Context: an optimization exercise on an open-source flow, tuned for small area, a short achievable clock period and few clock cycles per item. The choices shown serve that exercise and are no tape-out recipe. At most, simulation tests tie the RTL to the original design; equivalence was not proved. No functional check of the RTL was part of runs 4 to 6. No activity file was given, so power comes from the tool's default toggle rates.

$ cat flow/design.v
`default_nettype none
package etach_pkg;
	localparam int SPAN_W      = 17;
	localparam int RATE_W      = 20;
	localparam int REV_W       = 20;
	localparam int ELAPSED_W   = 24;
	localparam int PADDR_W     = 3;
	localparam int PDATA_W     = 32;
	localparam logic [SPAN_W-1:0]    SPAN_RESET  = 17'd65535;
	localparam logic [RATE_W-1:0]    RATE_RESET  = 20'd62500;
	localparam logic [REV_W-1:0]     REV_MAX     = 20'd1000000;
	localparam logic [ELAPSED_W-1:0] ELAPSED_MAX = 24'hFFFFFF;
	localparam logic REG_SPAN = 1'b0;
	localparam logic REG_RATE = 1'b1;
	localparam logic OP_OVERFLOW = 1'b0;
	localparam logic OP_EDGE     = 1'b1;
	typedef struct packed {
		logic channel;
		logic ovf_sat;
	} meas_tag_t;
endpackage
`default_nettype wire
`default_nettype none
module etach_fifo #(
	parameter int WIDTH = 8,
	parameter int DEPTH = 2
) (
	input  wire              clk,
	input  wire              arst_n,
	input  wire              push,
	input  wire  [WIDTH-1:0] wdata,
	input  wire              pop,
	output logic [WIDTH-1:0] rdata,
	output logic             full,
	output logic             empty
);
	localparam int PTR_W = (DEPTH > 1) ? $clog2(DEPTH) : 1;
	localparam int CNT_W = $clog2(DEPTH + 1);
	logic [WIDTH-1:0] mem_q [DEPTH];
	logic [PTR_W-1:0] wr_ptr_q;
	logic [PTR_W-1:0] rd_ptr_q;
	logic [CNT_W-1:0] count_q;
	assign full  = (count_q == CNT_W'(DEPTH));
	assign empty = (count_q == '0);
	assign rdata = mem_q[rd_ptr_q];
	always_ff @(posedge clk) begin
		if (push) begin
			mem_q[wr_ptr_q] <= wdata;
		end
	end
	always_ff @(posedge clk or negedge arst_n) begin
		if (!arst_n) begin
			wr_ptr_q <= '0;
			rd_ptr_q <= '0;
			count_q  <= '0;
		end else begin
			if (push) begin
				wr_ptr_q <= (wr_ptr_q == PTR_W'(DEPTH - 1)) ? '0 : wr_ptr_q + 1'b1;
			end
			if (pop) begin
				rd_ptr_q <= (rd_ptr_q == PTR_W'(DEPTH - 1)) ? '0 : rd_ptr_q + 1'b1;
			end
			if (push && !pop) begin
				count_q <= count_q + 1'b1;
			end else if (pop && !push) begin
				count_q <= count_q - 1'b1;
			end
		end
	end
endmodule
`default_nettype wire
`default_nettype none
import etach_pkg::*;
module etach_front #(
	parameter int CAPTURE_BITS  = 16,
	parameter int OVERFLOW_BITS = 8
) (
	input  wire                      clk,
	input  wire                      arst_n,
	input  wire                      in_valid,
	output logic                     in_ready,
	input  wire                      operation,
	input  wire                      channel,
	input  wire  [CAPTURE_BITS-1:0]  capture,
	input  wire                      p_take,       
	input  wire                      p_idle_next,  
	output logic                     f_meas,
	output logic                     m_channel,
	output logic                     m_ovf_sat,
	output logic [OVERFLOW_BITS-1:0] m_ovf,
	output logic [CAPTURE_BITS:0]    m_diff        
);
	localparam logic [OVERFLOW_BITS-1:0] OVF_MAX = {OVERFLOW_BITS{1'b1}};
	logic                     f_valid_q;
	logic                     f_op_q;
	logic                     f_ch_q;
	logic [CAPTURE_BITS-1:0]  f_cap_q;
	logic                     in_ready_q;
	logic [CAPTURE_BITS-1:0]  last_q [2];
	logic [OVERFLOW_BITS-1:0] ovf_q  [2];
	logic [1:0]               seen_q;
	logic [1:0]               seen_next;
	logic                     f_go;
	logic                     f_meas_next;
	assign in_ready = in_ready_q;
	assign f_meas    = f_valid_q && f_op_q && seen_q[f_ch_q];
	assign f_go      = f_valid_q && (!f_meas || p_take);
	assign m_channel = f_ch_q;
	assign m_ovf     = ovf_q[f_ch_q];
	assign m_ovf_sat = (ovf_q[f_ch_q] == OVF_MAX);
	assign m_diff    = {1'b0, f_cap_q} - {1'b0, last_q[f_ch_q]};
	always_comb begin
		seen_next = seen_q;
		if (f_go && f_op_q) begin
			seen_next[f_ch_q] = 1'b1;
		end
	end
	assign f_meas_next = in_ready_q ? (in_valid && operation && seen_next[channel])
	                                : (f_meas && !p_take);
	always_ff @(posedge clk or negedge arst_n) begin
		if (!arst_n) begin
			f_valid_q  <= 1'b0;
			in_ready_q <= 1'b1;
			seen_q     <= '0;
		end else begin
			if (in_ready_q) begin
				f_valid_q <= in_valid;
			end else if (f_go) begin
				f_valid_q <= 1'b0;
			end
			in_ready_q <= !f_meas_next || p_idle_next;
			seen_q     <= seen_next;
		end
	end
	always_ff @(posedge clk) begin
		if (in_ready_q) begin
			f_op_q  <= operation;
			f_ch_q  <= channel;
			f_cap_q <= capture;
		end
		if (f_go) begin
			for (int c = 0; c < 2; c++) begin
				if (!f_op_q) begin
					if (ovf_q[c] != OVF_MAX) begin
						ovf_q[c] <= ovf_q[c] + 1'b1;
					end
				end else if (f_ch_q == c[0]) begin
					last_q[c] <= f_cap_q;
					ovf_q[c]  <= '0;
				end
			end
		end
	end
endmodule
`default_nettype wire
`default_nettype none
import etach_pkg::*;
module etach_back #(
	parameter int CAPTURE_BITS  = 16,
	parameter int OVERFLOW_BITS = 8
) (
	input  wire                                 clk,
	input  wire                                 arst_n,
	input  wire  [etach_pkg::SPAN_W-1:0]        counter_span,
	input  wire  [etach_pkg::RATE_W-1:0]        rate_numerator,
	input  wire                                 f_meas,
	input  wire                                 m_channel,
	input  wire                                 m_ovf_sat,
	input  wire  [OVERFLOW_BITS-1:0]            m_ovf,
	input  wire  [CAPTURE_BITS:0]               m_diff,
	output logic                                p_take,
	output logic                                p_idle_next,
	output logic                                out_valid,
	input  wire                                 out_ready,
	output logic                                result_channel,
	output logic [etach_pkg::REV_W-1:0]         revolutions,
	output logic [etach_pkg::ELAPSED_W-1:0]     elapsed_ticks,
	output logic                                saturated
);
	localparam int ACC_W = 26;   
	localparam int SP_W  = SPAN_W + OVERFLOW_BITS - 1;
	localparam int BL_W  = 5;
	function automatic logic [BL_W-1:0] bitlen24(input logic [23:0] v);
		bitlen24 = '0;
		for (int i = 0; i < 24; i++) begin
			if (v[i]) bitlen24 = BL_W'(i + 1);
		end
	endfunction
	logic [RATE_W-1:0] rm1;
	logic [BL_W-1:0]   blr_q;      
	logic              rnz_q;      
	logic              rbig_q;     
	assign rm1 = rate_numerator - 1'b1;
	always_ff @(posedge clk) begin
		blr_q  <= bitlen24(24'(rm1));
		rnz_q  <= (rate_numerator != '0);
		rbig_q <= (rate_numerator > REV_MAX);
	end
	logic                     p_idle_q, p_mul_q, p_rdy_q;
	logic                     p_ch_q, p_sat_q;
	logic signed [ACC_W-1:0]  p_acc_q;
	logic [SP_W-1:0]          p_sp_q;
	logic [OVERFLOW_BITS-1:0] p_ovf_q;
	logic [3:0]               p_m_q;
	logic                     p_zero_q, p_one_q, p_big_q;
	logic                     p_load;
	logic                     p_norm;
	logic                     d_take;
	logic d_take_c;
	assign p_take = p_idle_q || (p_rdy_q && d_take_c);
	assign p_load = f_meas && p_take;
	assign p_norm = p_mul_q && (p_ovf_q == '0);
	assign p_idle_next = !p_load && p_take;
	logic             n_neg, n_big, n_zero, n_one, n_div;
	logic [BL_W-1:0]  n_blt;
	logic [BL_W:0]    n_diffbl;
	logic [3:0]       n_m;
	always_comb begin
		n_neg    = p_acc_q[ACC_W-1];
		n_big    = !n_neg && (p_acc_q[ACC_W-2:24] != '0);
		n_zero   = n_neg || (p_acc_q == '0);
		n_one    = (p_acc_q == ACC_W'(1));
		n_blt    = bitlen24(p_acc_q[23:0]);
		n_diffbl = {1'b0, blr_q} - {1'b0, n_blt};
		n_div    = !n_neg && !n_big && !n_one && rnz_q && !n_diffbl[BL_W] && (p_acc_q[23:0] != '0);
		n_m      = n_div ? 4'((n_diffbl + 2) >> 1) : 4'd0;
	end
	always_ff @(posedge clk or negedge arst_n) begin
		if (!arst_n) begin
			p_idle_q <= 1'b1;
			p_mul_q  <= 1'b0;
			p_rdy_q  <= 1'b0;
		end else begin
			if (p_load) begin
				p_idle_q <= 1'b0;
				p_mul_q  <= 1'b1;
				p_rdy_q  <= 1'b0;
			end else if (p_rdy_q && d_take) begin
				p_idle_q <= 1'b1;
				p_rdy_q  <= 1'b0;
			end else if (p_norm) begin
				p_mul_q  <= 1'b0;
				p_rdy_q  <= 1'b1;
			end
		end
	end
	always_ff @(posedge clk) begin
		if (p_load) begin
			p_ch_q  <= m_channel;
			p_sat_q <= m_ovf_sat;
			p_acc_q <= {{(ACC_W-CAPTURE_BITS-1){m_diff[CAPTURE_BITS]}}, m_diff};
			p_sp_q  <= SP_W'(counter_span);
			p_ovf_q <= m_ovf;
		end else begin
			p_acc_q <= p_acc_q + (p_ovf_q[0] ? ACC_W'(p_sp_q) : ACC_W'(0));
			p_sp_q  <= p_sp_q << 1;
			p_ovf_q <= p_ovf_q >> 1;
		end
		p_m_q    <= n_m;
		p_zero_q <= n_zero;
		p_one_q  <= n_one;
		p_big_q  <= n_big;
	end
	logic              d_idle_q, d_run_q, d_done_q;
	logic              d_ch_q, d_sat_q;
	logic [23:0]       d_t_q;
	logic [21:0]       d_t3_q;
	logic [RATE_W-1:0] d_rem_q;
	logic [RATE_W-1:0] d_q_q;
	logic [RATE_W-1:0] d_qp_q;
	logic [3:0]        d_j_q;
	logic [1:0]        d_nb_q;
	logic              out_free;
	logic              d_last;
	logic              d_xfer;
	logic [RATE_W-1:0] h_rem;
	logic [RATE_W-1:0] h_qp;
	logic [1:0]        h_nb;
	logic [3:0]        h_mm1;
	logic [23:0]       h_t;
	assign h_t   = p_zero_q ? 24'd0 : (p_big_q ? ELAPSED_MAX : p_acc_q[23:0]);
	assign h_mm1 = p_m_q - 4'd1;
	assign h_rem = rm1 >> {p_m_q, 1'b0};
	assign h_nb  = 2'(rm1 >> {h_mm1, 1'b0});
	always_comb begin
		if (p_zero_q) begin
			h_qp = REV_MAX;
		end else if (p_one_q) begin
			h_qp = rbig_q ? REV_MAX : rate_numerator;
		end else begin
			h_qp = RATE_W'(rnz_q);
		end
	end
	logic [22:0] s_sh, s_1, s_2, s_3;
	logic [1:0]  s_dig;
	logic [RATE_W-1:0] s_rem;
	logic [RATE_W-1:0] s_q, s_qp;
	always_comb begin
		s_sh = {1'b0, d_rem_q, d_nb_q};
		s_1  = s_sh - {3'b0, d_t_q[19:0]};
		s_2  = s_sh - {2'b0, d_t_q[19:0], 1'b0};
		s_3  = s_sh - {1'b0, d_t3_q};
		if (!s_3[22]) begin
			s_dig = 2'd3;
			s_rem = s_3[RATE_W-1:0];
		end else if (!s_2[22]) begin
			s_dig = 2'd2;
			s_rem = s_2[RATE_W-1:0];
		end else if (!s_1[22]) begin
			s_dig = 2'd1;
			s_rem = s_1[RATE_W-1:0];
		end else begin
			s_dig = 2'd0;
			s_rem = s_sh[RATE_W-1:0];
		end
		s_q  = {d_q_q[RATE_W-3:0], s_dig};
		s_qp = (s_dig == 2'd3) ? {d_qp_q[RATE_W-3:0], 2'b00}
		                       : {d_q_q[RATE_W-3:0], s_dig + 2'd1};
	end
	logic              out_valid_q;
	logic              out_ch_q;
	logic [REV_W-1:0]  out_rev_q;
	logic [23:0]       out_el_q;
	logic              out_sat_q;
	assign out_free = !out_valid_q || out_ready;
	assign d_last   = d_run_q && (d_j_q == 4'd0);
	assign d_xfer   = (d_last || d_done_q) && out_free;
	assign d_take   = d_idle_q || d_xfer;
	assign d_take_c = d_idle_q || ((d_last || d_done_q) && !out_valid_q);
	logic d_load_s;
	assign d_load_s = p_rdy_q && (d_idle_q || d_last || d_done_q);
	logic d_load;
	assign d_load = p_rdy_q && d_take;
	always_ff @(posedge clk or negedge arst_n) begin
		if (!arst_n) begin
			d_idle_q    <= 1'b1;
			d_run_q     <= 1'b0;
			d_done_q    <= 1'b0;
			out_valid_q <= 1'b0;
		end else begin
			if (d_load) begin
				d_idle_q <= 1'b0;
				d_run_q  <= (p_m_q != 4'd0);
				d_done_q <= (p_m_q == 4'd0);
			end else if (d_xfer) begin
				d_idle_q <= 1'b1;
				d_run_q  <= 1'b0;
				d_done_q <= 1'b0;
			end else if (d_last) begin
				d_run_q  <= 1'b0;
				d_done_q <= 1'b1;
			end
			if (d_xfer) begin
				out_valid_q <= 1'b1;
			end else if (out_ready) begin
				out_valid_q <= 1'b0;
			end
		end
	end
	always_ff @(posedge clk) begin
		if (d_load) begin
			d_ch_q  <= p_ch_q;
			d_sat_q <= p_sat_q || p_big_q || p_zero_q || (p_one_q && rbig_q);
			d_t_q   <= h_t;
			d_t3_q  <= 22'(p_acc_q[19:0]) + {1'b0, p_acc_q[19:0], 1'b0};
			d_qp_q  <= h_qp;
		end else if (d_run_q) begin
			d_qp_q  <= s_qp;
		end
		if (d_load_s) begin
			d_rem_q <= h_rem;
			d_q_q   <= '0;
			d_j_q   <= h_mm1;
			d_nb_q  <= h_nb;
		end else begin
			d_rem_q <= s_rem;
			d_q_q   <= s_q;
			d_j_q   <= d_j_q - 4'd1;
			d_nb_q  <= 2'(rm1 >> {d_j_q - 4'd1, 1'b0});
		end
		if (d_xfer) begin
			out_ch_q  <= d_ch_q;
			out_rev_q <= d_run_q ? s_qp : d_qp_q;
			out_el_q  <= d_t_q;
			out_sat_q <= d_sat_q;
		end
	end
	assign out_valid      = out_valid_q;
	assign result_channel = out_ch_q;
	assign revolutions    = out_rev_q;
	assign elapsed_ticks  = out_el_q;
	assign saturated      = out_sat_q;
endmodule
`default_nettype wire
`default_nettype none
import etach_pkg::*;
module edge_period_tachometer #(
	parameter int CHANNELS      = 2,
	parameter int CAPTURE_BITS  = 16,
	parameter int OVERFLOW_BITS = 8
) (
	input  wire                                 clk,
	input  wire                                 arst_n,
	input  wire                                 psel,
	input  wire                                 penable,
	input  wire                                 pwrite,
	input  wire  [etach_pkg::PADDR_W-1:0]       paddr,
	input  wire  [etach_pkg::PDATA_W-1:0]       pwdata,
	output logic [etach_pkg::PDATA_W-1:0]       prdata,
	output logic                                pready,
	input  wire                                 in_valid,
	output logic                                in_ready,
	input  wire                                 operation,
	input  wire                                 channel,
	input  wire  [CAPTURE_BITS-1:0]             capture,
	output logic                                out_valid,
	input  wire                                 out_ready,
	output logic                                result_channel,
	output logic [etach_pkg::REV_W-1:0]         revolutions,
	output logic [etach_pkg::ELAPSED_W-1:0]     elapsed_ticks,
	output logic                                saturated
);
	logic [SPAN_W-1:0]        span_q;
	logic [RATE_W-1:0]        rate_q;
	logic [RATE_W-1:0]        rdata_q;
	logic                     cfg_wr;
	logic                     p_take;
	logic                     p_idle_next;
	logic                     f_meas;
	logic                     m_channel;
	logic                     m_ovf_sat;
	logic [OVERFLOW_BITS-1:0] m_ovf;
	logic [CAPTURE_BITS:0]    m_diff;
	assign pready = 1'b1;
	assign cfg_wr = psel && penable && pwrite;
	always_ff @(posedge clk or negedge arst_n) begin
		if (!arst_n) begin
			span_q <= SPAN_RESET;
			rate_q <= RATE_RESET;
		end else if (cfg_wr) begin
			case (paddr[2])
				REG_SPAN: span_q <= pwdata[SPAN_W-1:0];
				REG_RATE: rate_q <= pwdata[RATE_W-1:0];
				default: begin
				end
			endcase
		end
	end
	always_ff @(posedge clk) begin
		case (paddr[2])
			REG_SPAN: rdata_q <= RATE_W'(span_q);
			default:  rdata_q <= rate_q;
		endcase
	end
	assign prdata = PDATA_W'(rdata_q);
	etach_front #(
		.CAPTURE_BITS  (CAPTURE_BITS),
		.OVERFLOW_BITS (OVERFLOW_BITS)
	) u_front (
		.clk         (clk),
		.arst_n      (arst_n),
		.in_valid    (in_valid),
		.in_ready    (in_ready),
		.operation   (operation),
		.channel     (channel),
		.capture     (capture),
		.p_take      (p_take),
		.p_idle_next (p_idle_next),
		.f_meas      (f_meas),
		.m_channel   (m_channel),
		.m_ovf_sat   (m_ovf_sat),
		.m_ovf       (m_ovf),
		.m_diff      (m_diff)
	);
	etach_back #(
		.CAPTURE_BITS  (CAPTURE_BITS),
		.OVERFLOW_BITS (OVERFLOW_BITS)
	) u_back (
		.clk            (clk),
		.arst_n         (arst_n),
		.counter_span   (span_q),
		.rate_numerator (rate_q),
		.f_meas         (f_meas),
		.m_channel      (m_channel),
		.m_ovf_sat      (m_ovf_sat),
		.m_ovf          (m_ovf),
		.m_diff         (m_diff),
		.p_take         (p_take),
		.p_idle_next    (p_idle_next),
		.out_valid      (out_valid),
		.out_ready      (out_ready),
		.result_channel (result_channel),
		.revolutions    (revolutions),
		.elapsed_ticks  (elapsed_ticks),
		.saturated      (saturated)
	);
endmodule
`default_nettype wire
$ cat flow/flow/run.sh
#!/bin/bash
# The standard layout, with plain buffers on the ports instead of the
# delay buffers buffer_ports picks by default.
set -euo pipefail
export BUFFER_PORTS_ARGS="-buffer_cell sky130_fd_sc_hd__buf_1"
bash standard.sh > standard_flow.log 2>&1
$ cat flow/standard.sh
#!/bin/bash
# synth_recipe.tcl (not shown) runs the flow's synth.tcl, then flattens the netlist and writes it again
# the make line also repeats each setting of config.mk as NAME=value (left out here)
make -C /OpenROAD-flow-scripts/flow DESIGN_CONFIG=/design/flow/config.mk WORK_HOME=/design/flow/orfs CLKGATE_MAP_FILE= SYNTH_SCRIPT=/design/flow/synth_recipe.tcl "${@:-finish}"
$ cat flow/config.mk
export PLATFORM = sky130hd
export DESIGN_NAME = edge_period_tachometer
export DESIGN_NICKNAME = edge_period_tachometer
export VERILOG_FILES = /design/flow/design.v
export SDC_FILE = /design/flow/constraint.sdc
export NUM_CORES = 4
export LEC_CHECK = 0
export CAP_MARGIN = 20
export CORE_MARGIN = 2
export CORE_UTILIZATION = 65
export CTS_BUF_LIST = sky130_fd_sc_hd__clkbuf_16
export CTS_CLUSTER_DIAMETER = 80
export CTS_CLUSTER_SIZE = 25
export PLACE_DENSITY = 0.75
export SETUP_SLACK_MARGIN = 4.0
export SLEW_MARGIN = 20
$ cat flow/constraint.sdc
create_clock -name core_clock -period 7.0 [get_ports {clk}]
set_input_delay 1.4000 -clock core_clock [delete_from_list [all_inputs] [get_ports {clk}]]
set_output_delay 1.4000 -clock core_clock [all_outputs]
set_load 0.01 [all_outputs]
==> results of run 1 <==
## power by group
group	total (mW)	leakage, nW	internal (mW)	switching (mW)
logic	4.04	6.08	1.96	2.08
registers	2.83	3.50	2.51	0.324
clock network	1.43	0.389	0.640	0.789
total	8.31	9.97	5.11	3.20
## sequential cells by signal, summed over array words and instances, names as in the netlist, 18 cells and up
signal,flops
rate_q,20
rdata_q,20
u_back.d_q_q,18
u_back.d_qp_q,20
u_back.d_rem_q,20
u_back.d_t3_q,22
u_back.d_t_q,24
u_back.out_el_q,24
u_back.out_rev_q,20
u_back.p_acc_q,26
u_back.p_sp_q,24
u_front.last_q,32
## what timing repair did
action | in CTS | in global routing
gates resized for setup | 122 | 135
pin swaps | 35 | 72
setup endpoints to repair | 219 | 122
cloned | 7 | 3
setup buffers | 39 | 47
## placed cells by master (no fill, tap or decap), types with 13 or more instances in the layout
master / netlist / routed
nand2b_1: 30 / 27
nand2_1: 137 / 135
a21oi_1: 142 / 116
o21a_1: 33 / 32
nor3_1: 32 / 23
nor4_1: 15 / 13
a31oi_1: 16 / 15
nor2b_1: 16 / 14
a21oi_2: 0 / 22
and3_1: 18 / 17
xnor2_1: 71 / 69
dfrtp_1: 22 / 14
o21ai_1: 7 / 14
edfxtp_1: 162 / 162
buf_1: 7 / 111
dfxtp_1: 156 / 143
xor2_1: 49 / 46
mux2_2: 64 / 61
a21o_1: 42 / 42
dfstp_2: 26 / 25
a211oi_1: 20 / 13
o21ai_0: 98 / 84
mux2i_1: 66 / 50
a22o_1: 14 / 14
inv_1: 98 / 96
nand3_1: 39 / 38
o211ai_1: 28 / 28
a211o_1: 16 / 16
and2_1: 61 / 58
clkbuf_16: 0 / 25
nor2_1: 213 / 210
ha_1: 149 / 136
conb_1: 2 / 13
buf_4: 16 / 87
## area by class of cell
class / instances / area [µm²] / area share
multi-input cells: 1569 / 12100 / 0.492
flip-flops and latches: 366 / 9260 / 0.375
repair buffers: 225 / 1590 / 0.0645
clock buffers: 23 / 576 / 0.0233
well taps: 435 / 544 / 0.0221
inverters: 101 / 389 / 0.0158
clock inverters: 17 / 166 / 0.00675
## through the flow
stage	cells	power, mW	area (µm²)	hold WS [ps]	setup WS [ps]
3_5_place_dp	2600	5.75	21900	406	2920
5_1_grt	2736	8.73	24700	438	3690
6_report	2736	8.31	24700	428	3840
2_1_floorplan	2118	5.07	21200	400	3920
4_1_cts	2686	7.68	23600	430	3870
3_3_place_gp	2600	5.68	21900	405	3050
## worst reg2reg max path, stage by stage (launching register included)
cell	delay, ps
dfxtp_4	380
inv_4	50
ha_4	160
nor3_4	160
nor3_2	60
o31a_1	260
nor3_2	110
o31ai_1	80
a211o_1	300
a21o_1	220
ha_4	210
nor3_4	110
o211ai_1	170
buf_4	190
a32oi_2	220
nand4_1	140
xnor2_1	180
nor2_1	50
## cells by family (layout without fill, tap and decap cells)
family / Yosys count / count (layout) / share of synthesized area
mux: 136 / 136 / 0.0719
simple gates: 630 / 632 / 0.147
buf+inv: 185 / 366 / 0.0374
fa+ha+maj: 156 / 156 / 0.0950
other cells: 2 / 13 / 0.000356
xor+xnor: 122 / 122 / 0.0513
flops: 366 / 366 / 0.437
compound gates: 510 / 510 / 0.160
## worst paths after layout
| path | endpoint |
|---|---|
| setup / recovery | u_back.p_m_q[3] |
| hold / removal | u_back.out_el_q[22] |
| setup reg to reg | u_back.p_m_q[3] |
| hold reg to reg | u_back.out_el_q[22] |
| max in group asynchronous | u_back.d_run_q |
| min in group asynchronous | rate_q[3] |
## per-layer routing
metal,track usage,vias to the layer above,wire (µm)
met5,0,-,0
met4,0.101,0,1930
met3,0.0283,126,2930
met2,0.541,661,26800
met1,0.412,8100,23100
li1,-,7966,-
==> summary.txt, run 1 <==
Core Area: 31800 µm²
worst-margin pin slew: 1010 ps
Area Growth Syn to Fin: 16.9%
R2R setup slack: 3840 ps
number of vias per cell: 6.16
Nets: 2501
root buffer cell: clkbuf_16
Syn Inst Count: 2107
most area-consuming cells after synthesis: edfxtp_1 (23%), dfxtp_1 (15%), ha_1 (8.8%)
CP max FO: 3
clock skew: 22.7 ps
DR pass1 iterations: 6
fmax: 0.316 GHz
number of synthesized register bits: 366
CP delay by family, top: compound AO/OA/AOI/OAI gates
number of buffers created by CTS: 22
total grt overflow: 0
post-synth top area share: 0.230
type of origin of the critical path: register
DR iter-0 viols: 1514
Vias: 16.9k
fraction of registers with async set/reset: 0.131
synth warn: 5
CTS tree: yes
vias in the first global route: 16.0k
Hold Path Stages: 0
first-pass GRT wire length: 83.7 mm
Hold WC Path Type: register to register
final core utilization: 0.776
clock buffer depth: 3
Total Neg Setup Slack: 0 ps
slowest cell delay on critical path: 380 ps
share of cells above drive strength 1: 0.193
Worst-path clk slew: 100 ps
die height: 184 µm
Worst setup startpoint: u_back.p_acc_q[2]
leading register cell type out of synthesis: edfxtp_1
Relative slew margins: 0.328
Post-DP HPWL: 37.1 mm
largest area contributor in the netlist: edfxtp_1
H-tree depth: 1
Initial Util: 0.664
max-slew violations: 0
Levels on crit path: 17
Routed WL: 54.8 mm
power per cell area: 337 nW/µm²
VDD IR max: 244 µV
Clock Latency Late Sink: 560 ps
initial antenna violation count: 0
Seq/Total Area, Yosys: 0.437
Overall Global Routing Usage: 0.311
Ant. Diodes: 0
list of most frequent post-synthesis cells: nor2_1 (213), edfxtp_1 (162), dfxtp_1 (156), ha_1 (149), a21oi_1 (142)
Port Buffer Count: 113
Max Cap Violations: 0
Critical Path RT: 7430 ps
FF-to-FF Start: u_back.p_acc_q[2]
post-route ant nets: 0
pin count of the biggest net entering global routing: 66
Hold Fails Final Rpt: 0
gpl congestion: 0.963
Top Ports: 141
Post-synth EDFFs: 162
Distinct cells, synth: 96
Core Rows: 65
Die Wd: 184 µm
Mapped Area: 21100 µm²
RSZ-0062 raised after global routing: true
Final min period: 3160 ps
path depth of the worst reg2reg path: 17
CP Cell Sequence: inv_4 -> ha_4 -> nor3_4 -> nor3_2 -> o31a_1 -> nor3_2 -> o31ai_1 -> a211o_1 -> a21o_1 -> ha_4 -> nor3_4 -> o211ai_1 -> buf_4 -> a32oi_2 -> nand4_1 -> xnor2_1 -> nor2_1
fill count: 2092
die area: 33900 µm²
status: no timing/DRC/antenna violations
CP Capture Type: register
Bufs and invs on worst path: 2
clk sinks: 366
fin crit share: 0.451
most common cell in the synthesized netlist: nor2_1
Crit-path slowest cell: dfxtp_4
WL per Instance: 20.0 µm
CTS Hold Bufs: 0
Static Leak: 9.97 nW
Setup Viol. Count Final: 0
syn_area_per_cell: 10.0 µm²
crit path DAT: 3590 ps
Crit Path Class: register to register
# DRC: 0
hold path start: u_back.d_t_q[22]
Testbench counts, summed over its fixed seeds: cycles 39,140, items 8,529.
==> run 2: changes to the inputs <==
--- a/flow/config.mk
+++ b/flow/config.mk
@@ -7,10 +7,9 @@
 export LEC_CHECK = 0
 export CAP_MARGIN = 20
 export CORE_MARGIN = 2
-export CORE_UTILIZATION = 65
+export CORE_UTILIZATION = 55
 export CTS_BUF_LIST = sky130_fd_sc_hd__clkbuf_16
 export CTS_CLUSTER_DIAMETER = 80
 export CTS_CLUSTER_SIZE = 25
-export PLACE_DENSITY = 0.75
-export SETUP_SLACK_MARGIN = 4.0
+export SETUP_SLACK_MARGIN = 3.9
 export SLEW_MARGIN = 20
==> summary.txt, run 2 <==
most area-consuming cells after synthesis: edfxtp_1 (23%), dfxtp_1 (15%), ha_1 (8.8%)
FF-to-FF Start: u_back.d_t3_q[0]
syn_area_per_cell: 10.0 µm² (unchanged)
total grt overflow: 0 (unchanged)
hold path start: u_back.d_t_q[23]
H-tree depth: 1 (unchanged)
commonest non-fill, non-tap cell in the layout: nor2_1
largest area contributor in the netlist: edfxtp_1
Initial Util: 0.559 (-0.105)
number of buffers created by CTS: 25 (+14%)
Distinct cells, synth: 96 (unchanged)
Seq/Total Area, Yosys: 0.437 (unchanged)
Die Wd: 200 µm (+8.5%)
Mapped Area: 21100 µm² (unchanged)
R2R setup slack: 3810 ps (-30 ps)
Routed WL: 55.7 mm (+1.6%)
fmax: 0.314 GHz (-0.89%)
path depth of the worst reg2reg path: 14 (-3)
Core Rows: 71 (+9.2%)
Critical Path RT: 7490 ps (+60 ps)
Layout Cells excl Fill: 2803 (+2.4%)
Overall Global Routing Usage: 0.277 (-0.0346)
Worst-path clk slew: 100 ps (about the same)
worst-margin pin slew: 1100 ps (+90.4 ps)
Crit Path Class: register to register
largest reg by FF count: u_front.last_q
Hold Fails Final Rpt: 0 (unchanged)
placed cell count: 2678 (+3.0%)
Port Buffer Count: 113 (unchanged)
post-route ant nets: 0 (unchanged)
Core Area: 37800 µm² (+19%)
# DRC: 0 (unchanged)
CTS tree: yes
reg2reg end: u_back.d_qp_q[14]
clock buffer depth: 3 (unchanged)
Clock Latency Late Sink: 580 ps (+20 ps)
die height: 200 µm (+8.5%)
WL per Instance: 19.9 µm (-0.79%)
CP Capture Type: register
initial antenna violation count: 0 (unchanged)
vias in the first global route: 16.0k (+0.063%)
Max Cap Violations: 0 (unchanged)
fraction of registers with async set/reset: 0.131 (unchanged)
Relative slew margins: 0.268 (-0.0604)
share of cells above drive strength 1: 0.180 (-0.0127)
Post-synth EDFFs: 162 (unchanged)
number of vias per cell: 5.85 (-5.0%)
power per cell area: 344 nW/µm² (+2.2%)
number of synthesized register bits: 366 (unchanged)
most common cell in the synthesized netlist: nor2_1
type of origin of the critical path: register
status: no timing/DRC/antenna violations
Area Growth Syn to Fin: 16.9% (about the same)
max reg flops: 32 (unchanged)
Regs by FF count: u_front.last_q (32), u_back.p_acc_q (26)
first-pass GRT wire length: 86.3 mm (+3.1%)
DR iter-0 viols: 1079 (-29%)
post-synth top area share: 0.230 (unchanged)
Total Neg Setup Slack: 0 ps (unchanged)
leading register cell type out of synthesis: edfxtp_1
VDD IR max: 231 µV (-5.5%)
clock skew: 39.3 ps (+16.6 ps)
Hold WC Path Type: register to register
crit path DAT: 3670 ps (+80 ps)
max-slew violations: 0 (unchanged)
Syn Inst Count: 2107 (unchanged)
Final min period: 3190 ps (+28.3 ps)
DR pass1 iterations: 6 (unchanged)
Vias: 16.4k (-2.7%)
gpl congestion: 0.922 (-4.2%)
Nets: 2488 (-0.52%)
Top Ports: 141 (unchanged)
synth warn: 5 (unchanged)
RSZ-0062 raised after global routing: true
pin count of the biggest net entering global routing: 49 (-26%)
Post-DP HPWL: 38.9 mm (+4.8%)
fin crit share: 0.455 (+0.00404)
root buffer cell: clkbuf_16
die area: 40000 µm² (+18%)
CP max FO: 5 (+2)
clk sinks: 366 (unchanged)
worst hold path endpoint: u_back.out_el_q[23]
Setup Viol. Count Final: 0 (unchanged)
most frequent cells in the layout: nor2_1 (210), edfxtp_1 (162), dfxtp_1 (146)
Static Leak: 9.96 nW (-0.11%)
list of most frequent post-synthesis cells: nor2_1 (213), edfxtp_1 (162), dfxtp_1 (156), ha_1 (149), a21oi_1 (142)
Hold Path Stages: 0 (unchanged)
## run 2: cell families (layout without fill, tap and decap cells)
logic type,after synthesis,after routing,synth area share
AO/OA/AOI/OAI,510,510,0.160
XOR/XNOR,122,122,0.0513
adder cells (fa/ha/maj),156,156,0.0950
buffers and inverters,185,356,0.0374
flip-flops,366,366,0.437
multiplexers,136,136,0.0719
other,2,14,0.000356
AND/OR/NAND/NOR,630,632,0.147
## run 2: metal layers
| layer | vias to the layer above | global-route usage | wire length [µm] |
|---|---|---|---|
| met5 | - | 0 | 0 |
| met4 | 0 | 0.0886 | 1770 |
| met3 | 96 | 0.0225 | 2790 |
| met2 | 460 | 0.486 | 27200 |
| met1 | 7911 | 0.363 | 23900 |
| li1 | 7933 | - | - |
## run 2: worst max path at each step
stage	slack, ps	endpoint	start	cells after the start
global route	3710	u_back.d_qp_q[14]	u_back.d_t3_q[0]	14
floorplan	3910	u_back.p_acc_q[21]	u_front.f_ch_q	14
detailed placement	2980	u_back.p_acc_q[25]	u_front.f_ch_q	13
finish	3810	u_back.d_qp_q[14]	u_back.d_t3_q[0]	14
CTS	3830	u_back.d_rem_q[4]	u_back.d_t3_q[0]	15
global placement	3000	u_back.p_acc_q[21]	u_front.f_ch_q	13
## run 2: report_power, final
group	internal (mW)	switching, mW	total (mW)	leakage (nW)
Clock	0.758	0.859	1.62	0.447
Combinational	1.99	2.07	4.06	6.01
Sequential	2.51	0.306	2.81	3.50
## run 2: layout make-up
cell class / instances / area (µm²)
Clock buffer: 27 / 676
Fill cell: 3082 / 13100
Timing Repair Buffer: 209 / 1540
Tap cell: 511 / 639
Multi-Input combinational cell: 1569 / 12000
Sequential cell: 366 / 9250
Antenna cell: 1 / 2.50
Inverter: 101 / 387
Clock inverter: 19 / 226
## run 2: worst max-delay path, cell delays in order (launching register included)
cell and delay [ps]:
edfxtp_1 390, ha_2 210, fa_2 370, nor2b_4 170, o31ai_4 80, a221oi_2 280, a211o_1 260, o21ai_2 100
o21ai_4 310, buf_6 150, buf_8 120, buf_16 140, mux2i_1 220, a21oi_2 80, o21a_1 180
## run 2: per-stage QoR
step	worst slack, ps	utilization	hold WS [ps]	area, µm²	power [mW]
floorplan	3910	-	400	21200	5.07
global placement	3000	0.582	402	22000	5.73
detailed placement	2980	0.582	406	22000	5.77
CTS	3830	0.637	428	24100	8.12
global route	3710	0.653	438	24700	8.94
finish	3810	0.654	425	24700	8.49
## run 2: timing repair
action                                 CTS  global route
endpoints found under the hold margin    0             0
buffers inserted                        41            24
setup endpoints to repair              141           124
pin swaps                               56            73
resized for setup                      131           105
cloned                                  12             1
hold buffers                             0             0
==> run 3: changes to the inputs <==
--- a/flow/config.mk
+++ b/flow/config.mk
@@ -11,5 +11,5 @@
 export CTS_BUF_LIST = sky130_fd_sc_hd__clkbuf_16
 export CTS_CLUSTER_DIAMETER = 80
 export CTS_CLUSTER_SIZE = 25
-export SETUP_SLACK_MARGIN = 3.9
+export SETUP_SLACK_MARGIN = 4.2
 export SLEW_MARGIN = 20
==> summary.txt, run 3 <==
Vias: 16.6k (+1.1%)
CP Capture Type: register
Area Growth Syn to Fin: 19.9%
most common cell in the synthesized netlist: nor2_1
final hold slack: 428 ps (+3.33 ps)
placed cell areas: 22200 µm² (+0.84%)
Final min period: 3150 ps (-39.8 ps)
root buffer cell: clkbuf_16
Regs by FF count: u_front.last_q (32), u_back.p_acc_q (26)
Port Buffer Count: 113 (unchanged)
Core Rows: 71 (unchanged)
Critical Path RT: 7450 ps (-40 ps)
pin count of the biggest net entering global routing: 67 (+37%)
Crit Path Class: register to register
GRT met3 Usage: 0.0227 (+0.000168)
gpl congestion: 0.930 (+0.80%)
Ant. Diodes: 0 (-1)
WL per Instance: 20.0 µm (+0.62%)
Bufs and invs on worst path: 3 (unchanged)
H-tree depth: 1 (unchanged)
RSZ-0062 raised after global routing: true
largest area contributor in the netlist: edfxtp_1
commonest non-fill, non-tap cell in the layout: nor2_1
Top Ports: 141 (unchanged)
DR pass1 iterations: 7 (+1)
Static Leak: 10.2 nW (+2.5%)
CP delay by family, top: compound AO/OA/AOI/OAI gates
number of synthesized register bits: 366 (unchanged)
design area: 25300 µm² (+2.6%)
fin worst setup slack: 3850 ps (+39.8 ps)
leading register cell type out of synthesis: edfxtp_1
status: no timing/DRC/antenna violations
# DRC: 0 (unchanged)
post-route ant nets: 0 (unchanged)
Max Cap Violations: 0 (unchanged)
fin crit share: 0.450 (-0.00569)
die height: 200 µm (unchanged)
max reg flops: 32 (unchanged)
number of vias per cell: 5.82 (-0.51%)
Tot Pwr: 8.58 mW (+1.0%)
CTS tree: yes
Crit-path slowest cell: edfxtp_1
Post-synth EDFFs: 162 (unchanged)
Hold Fails Final Rpt: 0 (unchanged)
clock buffer depth: 3 (unchanged)
placed cell count: 2679 (+0.037%)
max-slew violations: 0 (unchanged)
share of cells above drive strength 1: 0.219 (+0.0388)
Layout Cells excl Fill: 2848 (+1.6%)
Initial Util: 0.559 (unchanged)
power per cell area: 339 nW/µm² (-1.5%)
number of buffers created by CTS: 23 (-8.0%)
largest reg by FF count: u_front.last_q
GR Util met1: 0.363 (about the same)
list of most frequent post-synthesis cells: nor2_1 (213), edfxtp_1 (162), dfxtp_1 (156), ha_1 (149), a21oi_1 (142)
fmax: 0.318 GHz (+1.3%)
first-pass GRT wire length: 86.4 mm (+0.18%)
Distinct cells, synth: 96 (unchanged)
Hold WC Path Type: register to register
CP max FO: 4 (-1)
post-synth top area share: 0.230 (unchanged)
initial antenna violation count: 0 (unchanged)
Relative slew margins: 0.314 (+0.0462)
Multi-input gate area: 12300 µm² (+3.1%)
Die Wd: 200 µm (unchanged)
most area-consuming cells after synthesis: edfxtp_1 (23%), dfxtp_1 (15%), ha_1 (8.8%)
vias in the first global route: 15.8k (-1.2%)
worst-margin pin slew: 1020 ps (-75.6 ps)
Core Area: 37800 µm² (unchanged)
die area: 40000 µm² (unchanged)
CP Cell Sequence: ha_4 -> fa_2 -> nor2b_4 -> o31ai_4 -> a221oi_4 -> a211o_1 -> o21ai_2 -> o21ai_4 -> buf_12 -> buf_6 -> buf_16 -> mux2i_2 -> a21oi_2 -> a22o_1
Seq/Total Area, Yosys: 0.437 (unchanged)
Nets: 2536 (+1.9%)
Routed WL: 56.9 mm (+2.2%)
pre-CTS setup slack: 2760 ps (-222 ps)
syn_area_per_cell: 10.0 µm² (unchanged)
Worst-path clk slew: 90 ps (about the same)
Overall Global Routing Usage: 0.278 (+0.00164)
Sequential Area: 9270 µm² (+0.20%)
fraction of registers with async set/reset: 0.131 (unchanged)
total grt overflow: 0 (unchanged)
VDD IR max: 344 µV (+49%)
Post-DP HPWL: 38.4 mm (-1.2%)
CTS Hold Bufs: 0 (unchanged)
most frequent cells in the layout: nor2_1 (206), edfxtp_1 (162), dfxtp_1 (142)
clk sinks: 366 (unchanged)
Total Neg Setup Slack: 0 ps (unchanged)
GRT busiest layer: met2
final core utilization: 0.670 (+0.0168)
Syn Inst Count: 2107 (unchanged)
clock skew: 29.3 ps (-10.0 ps)
synth warn: 5 (unchanged)
slowest cell delay on critical path: 440 ps (+50 ps)
type of origin of the critical path: register
fill count: 2975 (-3.5%)
Clock Latency Late Sink: 570 ps (about the same)
Setup Viol. Count Final: 0 (unchanged)
Mapped Area: 21100 µm² (unchanged)
crit path DAT: 3600 ps (-70 ps)
DR iter-0 viols: 1099 (+1.9%)
met2 Use GR: 0.495 (+0.00926)
==> run 3: cell counts after synthesis <==
Identical to the previous run, type by type.
==> run 3: final timing paths <==
path                                   from             endpoint  cells past startpoint  slack, ps
min in group asynchronous            arst_n            rate_q[0]                      2        930
setup / recovery           u_back.d_t3_q[0]    u_back.d_qp_q[13]                     14       3850
hold reg to reg            u_back.d_t_q[21]  u_back.out_el_q[21]                      0        430
setup reg to reg           u_back.d_t3_q[0]    u_back.d_qp_q[13]                     14       3850
max in group asynchronous            arst_n            rate_q[4]                      2       5610
hold / removal             u_back.d_t_q[21]  u_back.out_el_q[21]                      0        430
==> run 3: what timing repair did <==
item | in CTS | in global routing
cloned | 11 | 0
endpoints found under the hold margin | 0 | 0
setup endpoints to repair | 165 | 88
buffers inserted | 71 | 45
pin swaps | 78 | 75
resized for setup | 166 | 111
==> run 3: where the power goes <==
part / internal, mW / switching [mW] / total [mW]
clock network: 0.723 / 0.822 / 1.54
registers: 2.51 / 0.309 / 2.82
logic: 2.07 / 2.14 / 4.21
total: 5.30 / 3.27 / 8.58
==> run 3: final cells by class <==
| cell class | instances | share of cell area |
|---|---|---|
| well taps | 511 | 0.0253 |
| flip-flops and latches | 366 | 0.366 |
| multi-input cells | 1572 | 0.487 |
| repair buffers | 256 | 0.0737 |
| inverters | 101 | 0.0157 |
| clock buffers | 23 | 0.0227 |
| clock inverters | 19 | 0.00934 |
==> run 3: cell families (layout without fill, tap and decap cells) <==
family	count (synthesis)	after routing	share of synthesized area
buffers and inverters	185	399	0.0374
AND/OR/NAND/NOR	630	635	0.147
AO/OA/AOI/OAI	510	510	0.160
XOR/XNOR	122	122	0.0513
flip-flops	366	366	0.437
other	2	13	0.000356
adder cells (fa/ha/maj)	156	156	0.0950
multiplexers	136	136	0.0719
==> run 3: per-layer routing <==
metal  routed length, µm  vias to the layer above
met2               28500                      386
met4                1610                        0
met1               24800                     8070
li1                    -                     8028
met3                2030                       95
met5                   0                        -
==> run 4: changes to the inputs <==
--- a/flow/design.v
+++ b/flow/design.v
@@ -244,6 +244,13 @@
 			end
 		end
 	end
+	logic             p_add;
+	logic [ACC_W-1:0] p_b;
+	logic [ACC_W-1:0] p_sum;
+	assign p_add = p_mul_q && (p_ovf_q != '0);
+	assign p_b   = p_add ? (p_ovf_q[0] ? ACC_W'(p_sp_q) : ACC_W'(0))
+	                     : ACC_W'({p_acc_q[19:0], 1'b0});
+	assign p_sum = p_acc_q + p_b;
 	always_ff @(posedge clk) begin
 		if (p_load) begin
 			p_ch_q  <= m_channel;
@@ -252,8 +259,10 @@
 			p_sp_q  <= SP_W'(counter_span);
 			p_ovf_q <= m_ovf;
 		end else begin
-			p_acc_q <= p_acc_q + (p_ovf_q[0] ? ACC_W'(p_sp_q) : ACC_W'(0));
-			p_sp_q  <= p_sp_q << 1;
+			if (p_add) begin
+				p_acc_q <= p_sum;
+			end
+			p_sp_q  <= p_add ? (p_sp_q << 1) : SP_W'(p_sum);
 			p_ovf_q <= p_ovf_q >> 1;
 		end
 		p_m_q    <= n_m;
@@ -362,7 +371,7 @@
 			d_ch_q  <= p_ch_q;
 			d_sat_q <= p_sat_q || p_big_q || p_zero_q || (p_one_q && rbig_q);
 			d_t_q   <= h_t;
-			d_t3_q  <= 22'(p_acc_q[19:0]) + {1'b0, p_acc_q[19:0], 1'b0};
+			d_t3_q  <= p_sp_q[21:0];
 			d_qp_q  <= h_qp;
 		end else if (d_run_q) begin
 			d_qp_q  <= s_qp;
--- a/flow/config.mk
+++ b/flow/config.mk
@@ -11,5 +11,5 @@
 export CTS_BUF_LIST = sky130_fd_sc_hd__clkbuf_16
 export CTS_CLUSTER_DIAMETER = 80
 export CTS_CLUSTER_SIZE = 25
-export SETUP_SLACK_MARGIN = 4.2
+export SETUP_SLACK_MARGIN = 4.0
 export SLEW_MARGIN = 20
==> summary.txt, run 4 <==
status: no timing/DRC/antenna violations
DR iter-0 viols: 1175 (+6.9%)
fraction of registers with async set/reset: 0.131 (unchanged)
Core Rows: 70 (-1.4%)
Routed WL: 58.1 mm (+2.1%)
gpl congestion: 0.938 (+0.86%)
Nets: 2468 (-2.7%)
VDD IR max: 249 µV (-27%)
CP max FO: 8 (+4)
Max Cap Violations: 0 (unchanged)
path depth of the worst reg2reg path: 16 (+2)
total grt overflow: 0 (unchanged)
first-pass GRT wire length: 88.5 mm (+2.4%)
WL per Instance: 20.9 µm (+4.8%)
number of synthesized register bits: 366 (unchanged)
initial antenna violation count: 0 (unchanged)
Relative slew margins: 0.331 (+0.0177)
power per cell area: 334 nW/µm² (-1.5%)
Net Sw Frac: 0.376 (-0.00579)
Post-synth EDFFs: 188 (+16%)
Levels on crit path: 16 (+2)
number of buffers created by CTS: 25 (+8.7%)
Hold Fails Final Rpt: 0 (unchanged)
Post-DP HPWL: 38.8 mm (+0.87%)
Setup Viol. Count Final: 0 (unchanged)
Area Growth Syn to Fin: 22.7%
vias in the first global route: 15.9k (+0.56%)
Top Ports: 141 (unchanged)
Mapped Area: 20600 µm² (-2.2%)
most common cell in the synthesized netlist: nor2_1
slowest cell delay on critical path: 430 ps (about the same)
leading register cell type out of synthesis: edfxtp_1
Crit-path slowest cell: dfrtp_2
root buffer cell: clkbuf_16
max reg flops: 32 (unchanged)
die height: 198 µm (-1.1%)
largest reg by FF count: u_front.last_q
Core Area: 36800 µm² (-2.6%)
CTS tree: yes
fmax: 0.274 GHz (-14%)
Overall Global Routing Usage: 0.291 (+0.0131)
crit path DAT: 3980 ps (+380 ps)
number of vias per cell: 5.99 (+2.9%)
H-tree depth: 1 (unchanged)
pin count of the biggest net entering global routing: 87 (+30%)
Clock power frac: 0.191 (+0.011)
RSZ-0062 raised after global routing: true
Clock Latency Late Sink: 580 ps (about the same)
Final min period: 3650 ps (+501 ps)
Syn Inst Count: 2068 (-1.9%)
Reg power frac: 0.333 (+0.004)
Critical Path RT: 7330 ps (-120 ps)
post-synth top area share: 0.273 (+0.0430)
Hold Path Stages: 0 (unchanged)
CP most frequent cell: buf_4
commonest non-fill, non-tap cell in the layout: nor2_1
Comb pwr share: 0.476 (-0.015)
most area-consuming cells after synthesis: edfxtp_1 (27%), dfxtp_1 (13%), ha_1 (6.8%)
list of most frequent post-synthesis cells: nor2_1 (220), edfxtp_1 (188), nand2_1 (177), dfxtp_1 (130), a21oi_1 (115)
CP delay by family, top: compound AO/OA/AOI/OAI gates
Crit Path Class: register to register
most frequent cells in the layout: nor2_1 (212), edfxtp_1 (188), nand2_1 (160)
P_int: 5.28 mW (-0.44%)
DR pass1 iterations: 5 (-2)
syn_area_per_cell: 9.98 µm² (-0.35%)
share of cells above drive strength 1: 0.241 (+0.0228)
CP Capture Type: register
Total Neg Setup Slack: 0 ps (unchanged)
Static Leak: 9.79 nW (-4.1%)
fin crit share: 0.521 (+0.0716)
clk sinks: 366 (unchanged)
post-route ant nets: 0 (unchanged)
max-slew violations: 0 (unchanged)
Vias: 16.6k (+0.24%)
die area: 39100 µm² (-2.1%)
Tot Pwr: 8.46 mW (-1.4%)
# DRC: 0 (unchanged)
Initial Util: 0.561 (+0.00215)
Regs by FF count: u_front.last_q (32), u_back.p_acc_q (26)
final core utilization: 0.689 (+0.0185)
worst-margin pin slew: 998 ps (-24.0 ps)
Ant. Diodes: 0 (unchanged)
clock buffer depth: 3 (unchanged)
largest area contributor in the netlist: edfxtp_1
Port Buffer Count: 113 (unchanged)
synth warn: 5 (unchanged)
sw power: 3.18 mW (-2.9%)
Hold WC Path Type: register to register
CP Cell Sequence: buf_4 -> buf_12 -> buf_4 -> buf_4 -> nand3_1 -> nand2_1 -> ha_1 -> a21oi_1 -> nand2_1 -> o311ai_2 -> nor3b_2 -> o41ai_4 -> o211ai_1 -> a21oi_1 -> xor2_1 -> o21ai_1
Bufs and invs on worst path: 4 (+1)
clock skew: 22.4 ps (-6.90 ps)
Seq/Total Area, Yosys: 0.459 (+0.0224)
Die Wd: 198 µm (-1.1%)
Worst-path clk slew: 90 ps (about the same)
type of origin of the critical path: register
Distinct cells, synth: 92 (-4.2%)
[run 4: final timing paths]
kind	from	endpoint	slack [ps]
hold reg to reg	u_back.d_t_q[20]	u_back.out_el_q[20]	430
setup reg to reg	u_back.p_mul_q	u_back.p_acc_q[24]	3350
max in group asynchronous	arst_n	rate_q[1]	5580
min in group asynchronous	arst_n	u_front.seen_q[0]	940
hold / removal	u_back.d_t_q[20]	u_back.out_el_q[20]	430
setup / recovery	u_back.p_mul_q	u_back.p_acc_q[24]	3350
[run 4: layout make-up]
| cell class | count | area, µm² |
|---|---|---|
| fill | 2827 | 11400 |
| tap | 468 | 586 |
| clock buffer | 25 | 626 |
| multi-input combinational | 1529 | 11900 |
| clock inverter | 20 | 272 |
| inverter | 86 | 334 |
| timing repair buffer | 281 | 2090 |
| sequential | 366 | 9510 |
[run 4: cells by family after synthesis]
group | Yosys count | synth area share
DFF | 366 | 0.459
muxes | 130 | 0.0707
and+or+nand+nor | 691 | 0.162
xor gates and xnor gates | 111 | 0.0490
other | 2 | 0.000364
adders and majority gates | 119 | 0.0743
AOI/OAI and AO/OA | 462 | 0.146
buffers and inverters | 187 | 0.0379
[run 4: metal layers]
| layer | vias to the layer above | global-route usage | share of wire | wire, µm |
|---|---|---|---|---|
| met4 | 0 | 0.111 | 0.038 | 2210 |
| li1 | 7932 | - | - | - |
| met2 | 486 | 0.487 | 0.49 | 28200 |
| met5 | - | 0 | 0 | 0 |
| met3 | 120 | 0.0346 | 0.051 | 2980 |
| met1 | 8081 | 0.389 | 0.42 | 24700 |
[run 4: metrics by stage]
stage | area [µm²] | instances | worst slack [ps] | hold slack, ps
after global placement | 21500 | 2579 | 2160 | 405
after detailed placement | 21500 | 2579 | 2160 | 407
after CTS | 24100 | 2722 | 3340 | 433
final | 25300 | 2775 | 3350 | 430
after floorplan | 20900 | 2079 | 3480 | 400
after global routing | 25300 | 2775 | 3220 | 444
[run 4: power groups by stage]
| stage | Clock (mW) | Combinational, mW | Sequential, mW |
|---|---|---|---|
| after CTS | 1.64 | 3.65 | 2.79 |
| after global placement | 0 | 2.85 | 2.83 |
| after global routing | 1.71 | 4.36 | 2.85 |
| after detailed placement | 0 | 2.89 | 2.84 |
| final | 1.61 | 4.03 | 2.82 |
| after floorplan | 0 | 2.33 | 2.71 |
[run 4: repair_timing]
| item | CTS | global route |
|---|---|---|
| resized for setup | 172 | 161 |
| hold buffers | 0 | 0 |
| cloned | 10 | 1 |
| buffers inserted | 88 | 52 |
| endpoints found under the setup margin | 215 | 147 |
| hold endpoints to repair | 0 | 0 |
| pin swaps | 65 | 98 |
==> run 5: changes to the inputs <==
--- a/flow/config.mk
+++ b/flow/config.mk
@@ -11,5 +11,5 @@
 export CTS_BUF_LIST = sky130_fd_sc_hd__clkbuf_16
 export CTS_CLUSTER_DIAMETER = 80
 export CTS_CLUSTER_SIZE = 25
-export SETUP_SLACK_MARGIN = 4.0
+export SETUP_SLACK_MARGIN = 3.8
 export SLEW_MARGIN = 20
==> summary.txt, run 5 <==
CP Capture Type: register
Core Rows: 70 (unchanged)
final hold slack: 418 ps (-12.8 ps)
hold path start: u_back.d_sat_q
root buffer cell: clkbuf_16
Worst setup startpoint: u_back.p_mul_q
die area: 39100 µm² (unchanged)
Relative slew margins: 0.318 (-0.0136)
final core utilization: 0.672 (-0.0172)
post-route ant nets: 0 (unchanged)
status: no timing/DRC/antenna violations
Crit Path Class: register to register
max-slew violations: 0 (unchanged)
number of buffers created by CTS: 26 (+4.0%)
Setup Viol. Count Final: 0 (unchanged)
Overall Global Routing Usage: 0.284 (-0.00780)
Routed WL: 56.4 mm (-3.0%)
R2R setup slack: 3410 ps (+60 ps)
most area-consuming cells after synthesis: edfxtp_1 (27%), dfxtp_1 (13%), ha_1 (6.8%)
largest area contributor in the netlist: edfxtp_1
share of cells above drive strength 1: 0.213 (-0.0283)
synth warn: 5 (unchanged)
initial antenna violation count: 0 (unchanged)
die height: 198 µm (unchanged)
fin crit share: 0.513 (-0.00807)
largest reg by FF count: u_front.last_q
path depth of the worst reg2reg path: 15 (-1)
total grt overflow: 0 (unchanged)
list of most frequent post-synthesis cells: nor2_1 (220), edfxtp_1 (188), nand2_1 (177), dfxtp_1 (130), a21oi_1 (115)
Critical Path RT: 7470 ps (+140 ps)
Seq/Total Area, Yosys: 0.459 (unchanged)
# DRC: 0 (unchanged)
Max Cap Violations: 0 (unchanged)
Port Buffer Count: 113 (unchanged)
Ant. Diodes: 0 (unchanged)
post-synth top area share: 0.273 (unchanged)
clk sinks: 366 (unchanged)
CP endpoint: u_back.p_sp_q[20]
Worst-path clk slew: 100 ps (about the same)
DR pass1 iterations: 5 (unchanged)
FF-to-FF Start: u_back.p_mul_q
syn_area_per_cell: 9.98 µm² (unchanged)
WL per Instance: 20.5 µm (-2.2%)
Hold WC Path Type: register to register
Layout Cells excl Fill: 2753 (-0.79%)
vias in the first global route: 16.0k (+0.78%)
fmax: 0.278 GHz (+1.6%)
worst-margin pin slew: 1020 ps (+20.2 ps)
Post-DP HPWL: 38.8 mm (about the same)
commonest non-fill, non-tap cell in the layout: nor2_1
CTS tree: yes
type of origin of the critical path: register
H-tree depth: 1 (unchanged)
Clock Latency Late Sink: 580 ps (about the same)
fraction of registers with async set/reset: 0.131 (unchanged)
gpl congestion: 0.938 (unchanged)
placed cell areas: 21500 µm² (-0.12%)
Top Ports: 141 (unchanged)
RSZ-0062 raised after global routing: true
clock skew: 29.6 ps (+7.25 ps)
most common cell in the synthesized netlist: nor2_1
Regs by FF count: u_front.last_q (32), u_back.p_acc_q (26)
Syn Inst Count: 2068 (unchanged)
Multi-input gate area: 11500 µm² (-3.7%)
Core Area: 36800 µm² (unchanged)
reg2reg end: u_back.p_sp_q[20]
Sequential Area: 9500 µm² (about the same)
DR iter-0 viols: 1016 (-14%)
Distinct cells, synth: 92 (unchanged)
most frequent cells in the layout: nor2_1 (214), edfxtp_1 (188), nand2_1 (168)
number of synthesized register bits: 366 (unchanged)
pin count of the biggest net entering global routing: 87 (unchanged)
CTS Hold Bufs: 0 (unchanged)
crit path DAT: 4070 ps (+90 ps)
clock buffer depth: 3 (unchanged)
Initial Util: 0.561 (unchanged)
Post-synth EDFFs: 188 (unchanged)
design area: 24700 µm² (-2.5%)
power per cell area: 327 nW/µm² (-2.2%)
Vias: 16.4k (-1.5%)
CP max FO: 2 (-6)
Total Neg Setup Slack: 0 ps (unchanged)
Static Leak: 9.66 nW (-1.3%)
first-pass GRT wire length: 87.0 mm (-1.7%)
leading register cell type out of synthesis: edfxtp_1
max reg flops: 32 (unchanged)
VDD IR max: 204 µV (-18%)
Nets: 2444 (-0.97%)
Die Wd: 198 µm (unchanged)
number of vias per cell: 5.95 (-0.71%)
Final min period: 3590 ps (-56.5 ps)
Mapped Area: 20600 µm² (unchanged)
Hold Fails Final Rpt: 0 (unchanged)
placed cell count: 2582 (+0.12%)
Area Growth Syn to Fin: 19.7%
fill count: 2905 (+2.8%)
run 5: worst max-delay path, stage by stage (launching register included):
cell and delay [ps]:
dfrtp_2 450, buf_12 140, buf_16 120, and3_4 170
ha_4 150, fa_2 340, a21o_1 180, a221o_1 390
a2111oi_4 470, nor3b_2 120, o41ai_4 270, buf_4 190
buf_6 90, xor2_2 170, nor2_1 60, o21a_1 170
run 5: routing by layer:
layer / up-vias / GRT usage / part of all wire
li1: 7873 / - / -
met3: 132 / 0.0347 / 0.053
met4: 0 / 0.115 / 0.041
met2: 470 / 0.470 / 0.47
met5: - / 0 / 0
met1: 7895 / 0.379 / 0.43
run 5: worst min-delay path by stage:
stage,end,depth (start not counted)
2_1_floorplan,u_back.d_ch_q,0
3_3_place_gp,u_back.out_el_q[20],0
3_5_place_dp,u_back.out_el_q[21],0
4_1_cts,u_back.out_sat_q,0
5_1_grt,u_back.out_sat_q,0
6_report,u_back.out_sat_q,0
run 5: cell families after synthesis:
group                      share of synthesized area
xor gates and xnor gates                      0.0490
adders and majority gates                     0.0743
and+or+nand+nor                                0.162
other                                       0.000364
buffers and inverters                         0.0379
AOI/OAI and AO/OA                              0.146
muxes                                         0.0707
DFF                                            0.459
run 5: what timing repair did:
item | CTS | global route
resized for setup | 158 | 118
cloned | 6 | 2
pin swaps | 59 | 74
buffers inserted | 87 | 28
endpoints found under the setup margin | 197 | 115
run 5: layout make-up:
cell class	instances	area share
multi-input combinational	1528	0.464
sequential	366	0.385
timing repair buffer	257	0.0764
clock buffer	26	0.0263
tap	468	0.0237
inverter	86	0.0134
clock inverter	22	0.0111
run 5: where the power goes:
part	total [mW]	switching [mW]	internal, mW
registers	2.81	0.293	2.52
logic	3.60	1.83	1.77
clock network	1.65	0.877	0.778
total	8.07	3.00	5.07
run 5: metrics by stage:
| stage | power [mW] | setup WS (ps) |
|---|---|---|
| 6_report | 8.07 | 3410 |
| 5_1_grt | 8.54 | 3320 |
| 4_1_cts | 7.76 | 3370 |
| 3_5_place_dp | 5.72 | 2230 |
| 3_3_place_gp | 5.67 | 2300 |
| 2_1_floorplan | 5.03 | 3470 |
==> run 6: changes to the inputs <==
--- a/flow/design.v
+++ b/flow/design.v
@@ -244,12 +244,11 @@
 			end
 		end
 	end
-	logic             p_add;
+	logic             p_fin_q;   
 	logic [ACC_W-1:0] p_b;
 	logic [ACC_W-1:0] p_sum;
-	assign p_add = p_mul_q && (p_ovf_q != '0);
-	assign p_b   = p_add ? (p_ovf_q[0] ? ACC_W'(p_sp_q) : ACC_W'(0))
-	                     : ACC_W'({p_acc_q[19:0], 1'b0});
+	assign p_b   = (p_ovf_q[0] ? ACC_W'(p_sp_q) : ACC_W'(0))
+	             | (p_fin_q ? ACC_W'({p_acc_q[19:0], 1'b0}) : ACC_W'(0));
 	assign p_sum = p_acc_q + p_b;
 	always_ff @(posedge clk) begin
 		if (p_load) begin
@@ -258,12 +257,14 @@
 			p_acc_q <= {{(ACC_W-CAPTURE_BITS-1){m_diff[CAPTURE_BITS]}}, m_diff};
 			p_sp_q  <= SP_W'(counter_span);
 			p_ovf_q <= m_ovf;
+			p_fin_q <= (m_ovf == '0);
 		end else begin
-			if (p_add) begin
+			if (!p_fin_q) begin
 				p_acc_q <= p_sum;
 			end
-			p_sp_q  <= p_add ? (p_sp_q << 1) : SP_W'(p_sum);
+			p_sp_q  <= p_fin_q ? SP_W'(p_sum) : (p_sp_q << 1);
 			p_ovf_q <= p_ovf_q >> 1;
+			p_fin_q <= (p_ovf_q[OVERFLOW_BITS-1:1] == '0);
 		end
 		p_m_q    <= n_m;
 		p_zero_q <= n_zero;
--- a/flow/config.mk
+++ b/flow/config.mk
@@ -11,5 +11,5 @@
 export CTS_BUF_LIST = sky130_fd_sc_hd__clkbuf_16
 export CTS_CLUSTER_DIAMETER = 80
 export CTS_CLUSTER_SIZE = 25
-export SETUP_SLACK_MARGIN = 3.8
+export SETUP_SLACK_MARGIN = 4.0
 export SLEW_MARGIN = 20
==> summary.txt, run 6 <==
Total Neg Setup Slack: 0 ps (unchanged)
design area: 24700 µm² (-0.16%)
hold path start: u_back.d_sat_q
Die Wd: 197 µm (-0.27%)
Regs by FF count: u_front.last_q (32), u_back.p_acc_q (26)
RSZ-0062 raised after global routing: true
max reg flops: 32 (unchanged)
synth warn: 5 (unchanged)
Hold Fails Final Rpt: 0 (unchanged)
number of synthesized register bits: 367 (+0.27%)
most frequent cells in the layout: edfxtp_1 (188), nor2_1 (168), dfxtp_1 (125)
Crit Path Class: register to register
Met2 Wirelength: 27.5 mm (+3.2%)
share of cells above drive strength 1: 0.224 (+0.0110)
syn_area_per_cell: 10.4 µm² (+4.2%)
final core utilization: 0.672 (about the same)
leading register cell type out of synthesis: edfxtp_1
gpl congestion: 0.912 (-2.7%)
slowest cell delay on critical path: 390 ps (-80 ps)
number of buffers created by CTS: 24 (-7.7%)
reg2reg end: u_back.p_acc_q[20]
clock skew: 28.2 ps (-1.47 ps)
Sequential Area: 9520 µm² (+0.22%)
Clock Latency Late Sink: 580 ps (about the same)
power per cell area: 333 nW/µm² (+2.0%)
Clock power frac: 0.187 (-0.018)
CP Capture Type: register
met3 wire len: 3.11 mm (+3.2%)
fraction of registers with async set/reset: 0.131 (-0.000357)
commonest non-fill, non-tap cell in the layout: edfxtp_1
root buffer cell: clkbuf_16
Relative slew margins: 0.337 (+0.0192)
DR iter-0 viols: 1024 (+0.79%)
wl on met1: 24.3 mm (-0.47%)
sw power: 3.19 mW (+6.3%)
Distinct cells, synth: 84 (-8.7%)
Seq/Total Area, Yosys: 0.463 (+0.00355)
Critical Path RT: 7310 ps (-160 ps)
Area Growth Syn to Fin: 20.2%
worst hold path endpoint: u_back.out_sat_q
placed cell areas: 21400 µm² (-0.38%)
Hold WC Path Type: register to register
post-route ant nets: 0 (unchanged)
initial antenna violation count: 1 (+1)
CTS Hold Bufs: 0 (unchanged)
Post-synth EDFFs: 188 (unchanged)
placed cell count: 2489 (-3.6%)
clk sinks: 367 (+0.27%)
Routed WL: 56.9 mm (+0.92%)
Static Leak: 9.50 nW (-1.7%)
first-pass GRT wire length: 84.8 mm (-2.5%)
FF-to-FF Start: u_back.p_ovf_q[0]
number of vias per cell: 6.10 (+2.6%)
Reg power frac: 0.349 (about the same)
die area: 38900 µm² (-0.55%)
pin count of the biggest net entering global routing: 56 (-36%)
fmax: 0.313 GHz (+12%)
Layout Cells excl Fill: 2655 (-3.6%)
Top Ports: 141 (unchanged)
CP max FO: 4 (+2)
most common cell in the synthesized netlist: edfxtp_1
post-synth top area share: 0.275 (+0.00153)
Hold Path Stages: 0 (unchanged)
CP Cell Sequence: buf_12 -> and2_4 -> ha_4 -> fa_2 -> a211oi_2 -> o21bai_1 -> a31o_1 -> a41oi_2 -> a31oi_2 -> a21o_1 -> a311oi_2 -> xor2_1 -> o21ai_1
Setup Viol. Count Final: 0 (unchanged)
clock buffer depth: 3 (unchanged)
fill count: 2894 (-0.38%)
path depth of the worst reg2reg path: 13 (-2)
Final min period: 3200 ps (-395 ps)
WL per Instance: 21.4 µm (+4.6%)
worst-margin pin slew: 994 ps (-23.5 ps)
Max Cap Violations: 0 (unchanged)
list of most frequent post-synthesis cells: edfxtp_1 (188), nor2_1 (178), dfxtp_1 (131), ha_1 (113), o21ai_0 (113)
crit path DAT: 3510 ps (-560 ps)
Overall Global Routing Usage: 0.279 (-0.00478)
type of origin of the critical path: register
# DRC: 0 (unchanged)
Mapped Area: 20500 µm² (-0.56%)
vias in the first global route: 15.4k (-3.9%)
Vias: 16.2k (-1.1%)
Initial Util: 0.559 (-0.00180)
max-slew violations: 0 (unchanged)
Comb pwr share: 0.464 (+0.018)
largest reg by FF count: u_front.last_q
Core Rows: 70 (unchanged)
Crit-path slowest cell: fa_2
Worst-path clk slew: 100 ps (about the same)
Core Area: 36700 µm² (-0.24%)
largest area contributor in the netlist: edfxtp_1
R2R setup slack: 3800 ps (+400 ps)
VDD IR max: 273 µV (+34%)
CTS tree: yes
max layer used: met4
most area-consuming cells after synthesis: edfxtp_1 (28%), dfxtp_1 (13%), ha_1 (6.9%)
Syn Inst Count: 1974 (-4.5%)
H-tree depth: 1 (unchanged)
P_int: 5.03 mW (-0.74%)
Multi-input gate area: 11600 µm² (+1.2%)
Nets: 2347 (-4.0%)
Post-DP HPWL: 37.9 mm (-2.4%)
Net Sw Frac: 0.388 (+0.0161)
die height: 197 µm (-0.27%)
Port Buffer Count: 113 (unchanged)
total grt overflow: 0 (unchanged)
fin crit share: 0.457 (-0.0564)
DR pass1 iterations: 6 (+1)
status: no timing/DRC/antenna violations
-- run 6: cell type report --
| type | instances | area share |
|---|---|---|
| Multi-Input combinational cell | 1447 | 0.471 |
| Sequential cell | 367 | 0.386 |
| Timing Repair Buffer | 252 | 0.0738 |
| Clock buffer | 25 | 0.0254 |
| Tap cell | 468 | 0.0237 |
| Inverter | 76 | 0.0117 |
| Clock inverter | 19 | 0.00837 |
| Antenna cell | 1 | 0.000101 |
-- run 6: kinds of logic (layout without fill, tap and decap cells) --
group                      after synthesis  after routing  share of synthesized area
adders and majority gates              119            119                     0.0747
DFF                                    367            367                      0.463
buffers and inverters                  176            372                     0.0354
AOI/OAI and AO/OA                      494            497                      0.159
other                                    2             14                   0.000366
muxes                                  157            157                     0.0872
xor gates and xnor gates               113            113                     0.0482
and+or+nand+nor                        546            548                      0.132
-- run 6: worst max-delay path: cells and delay by family, from the launching register on --
kind	cells	cell delay [ps]
compound gates	8	1530
fa+ha+maj	2	550
flops	1	370
xor+xnor	1	230
buf+inv	1	130
simple gates	1	130
-- run 6: what timing repair did --
| action | in CTS | in global routing |
|---|---|---|
| endpoints found under the setup margin | 146 | 114 |
| resized for setup | 98 | 184 |
| buffers inserted | 60 | 48 |
| pin swaps | 31 | 86 |
| gates cloned | 7 | 5 |
-- run 6: worst max-delay path by stage --
stage | to | from | cells past startpoint | slack [ps]
2_1_floorplan | u_back.p_acc_q[18] | u_back.p_ovf_q[0] | 14 | 3960
3_3_place_gp | u_back.d_t_q[14] | out_ready | 6 | 2770
3_5_place_dp | u_back.d_t_q[15] | out_ready | 6 | 2720
4_1_cts | u_back.p_acc_q[18] | u_back.p_ovf_q[0] | 13 | 3800
5_1_grt | u_back.p_acc_q[20] | u_back.p_ovf_q[0] | 13 | 3680
6_report | u_back.p_acc_q[20] | u_back.p_ovf_q[0] | 13 | 3800
-- run 6: power groups by stage --
stage | Clock, mW | Combinational (mW) | Sequential [mW]
floorplan | 0 | 2.39 | 2.72
global placement | 0 | 2.91 | 2.87
detailed placement | 0 | 2.95 | 2.88
CTS | 1.58 | 3.25 | 2.83
global route | 1.65 | 4.12 | 2.89
finish | 1.54 | 3.81 | 2.86
-- run 6: metal layers --
layer  up-vias  track usage
met5         -            0
met4         0       0.0922
met3       114       0.0394
met2       542        0.470
met1      7898        0.371
li1       7638            -
-- run 6: stage by stage --
stage          setup WS, ps  total power [mW]  hold slack [ps]
6_report               3800              8.22              426
5_1_grt                3680              8.65              430
4_1_cts                3800              7.66              430
3_5_place_dp           2720              5.82              409
3_3_place_gp           2770              5.79              406
2_1_floorplan          3960              5.11              400

[what the ideal ports hide]
No port has a modelled driver above. Below, the same layouts with a new extraction and two added sets of constraints.
Step 1 sets driving cells, clkbuf_16 on the clock port and buf_2 on the other inputs (assumed; they add their load-dependent delay and slew).
Step 2 moves the port delays by t, midway between the first and last clock arrival at a register: inputs arrive t later, outputs are due t later. That takes back most of the time a late clock gives input paths.
Slacks: ideal ports / drivers / drivers and shift; pairs: ideal ports / drivers.
run | t (ns) | setup slack, ns | pins driven straight from the clock port
run 1 | 0.600 | 3.840 / 3.840 / 3.553 | 1
run 2 | 0.624 | 3.812 / 3.812 / 3.475 | 1
run 3 | 0.618 | 3.852 / 3.852 / 3.792 | 1
run 4 | 0.625 | 3.350 / 3.350 / 3.350 | 1
run 5 | 0.623 | 3.407 / 3.407 / 3.334 | 1
run 6 | 0.621 | 3.802 / 3.802 / 3.359 | 1
After both steps every run listed still meets setup and hold. The setup slack of run 6, which loses most, moves by 0.000 ns with the drivers and by -0.443 ns with both steps.
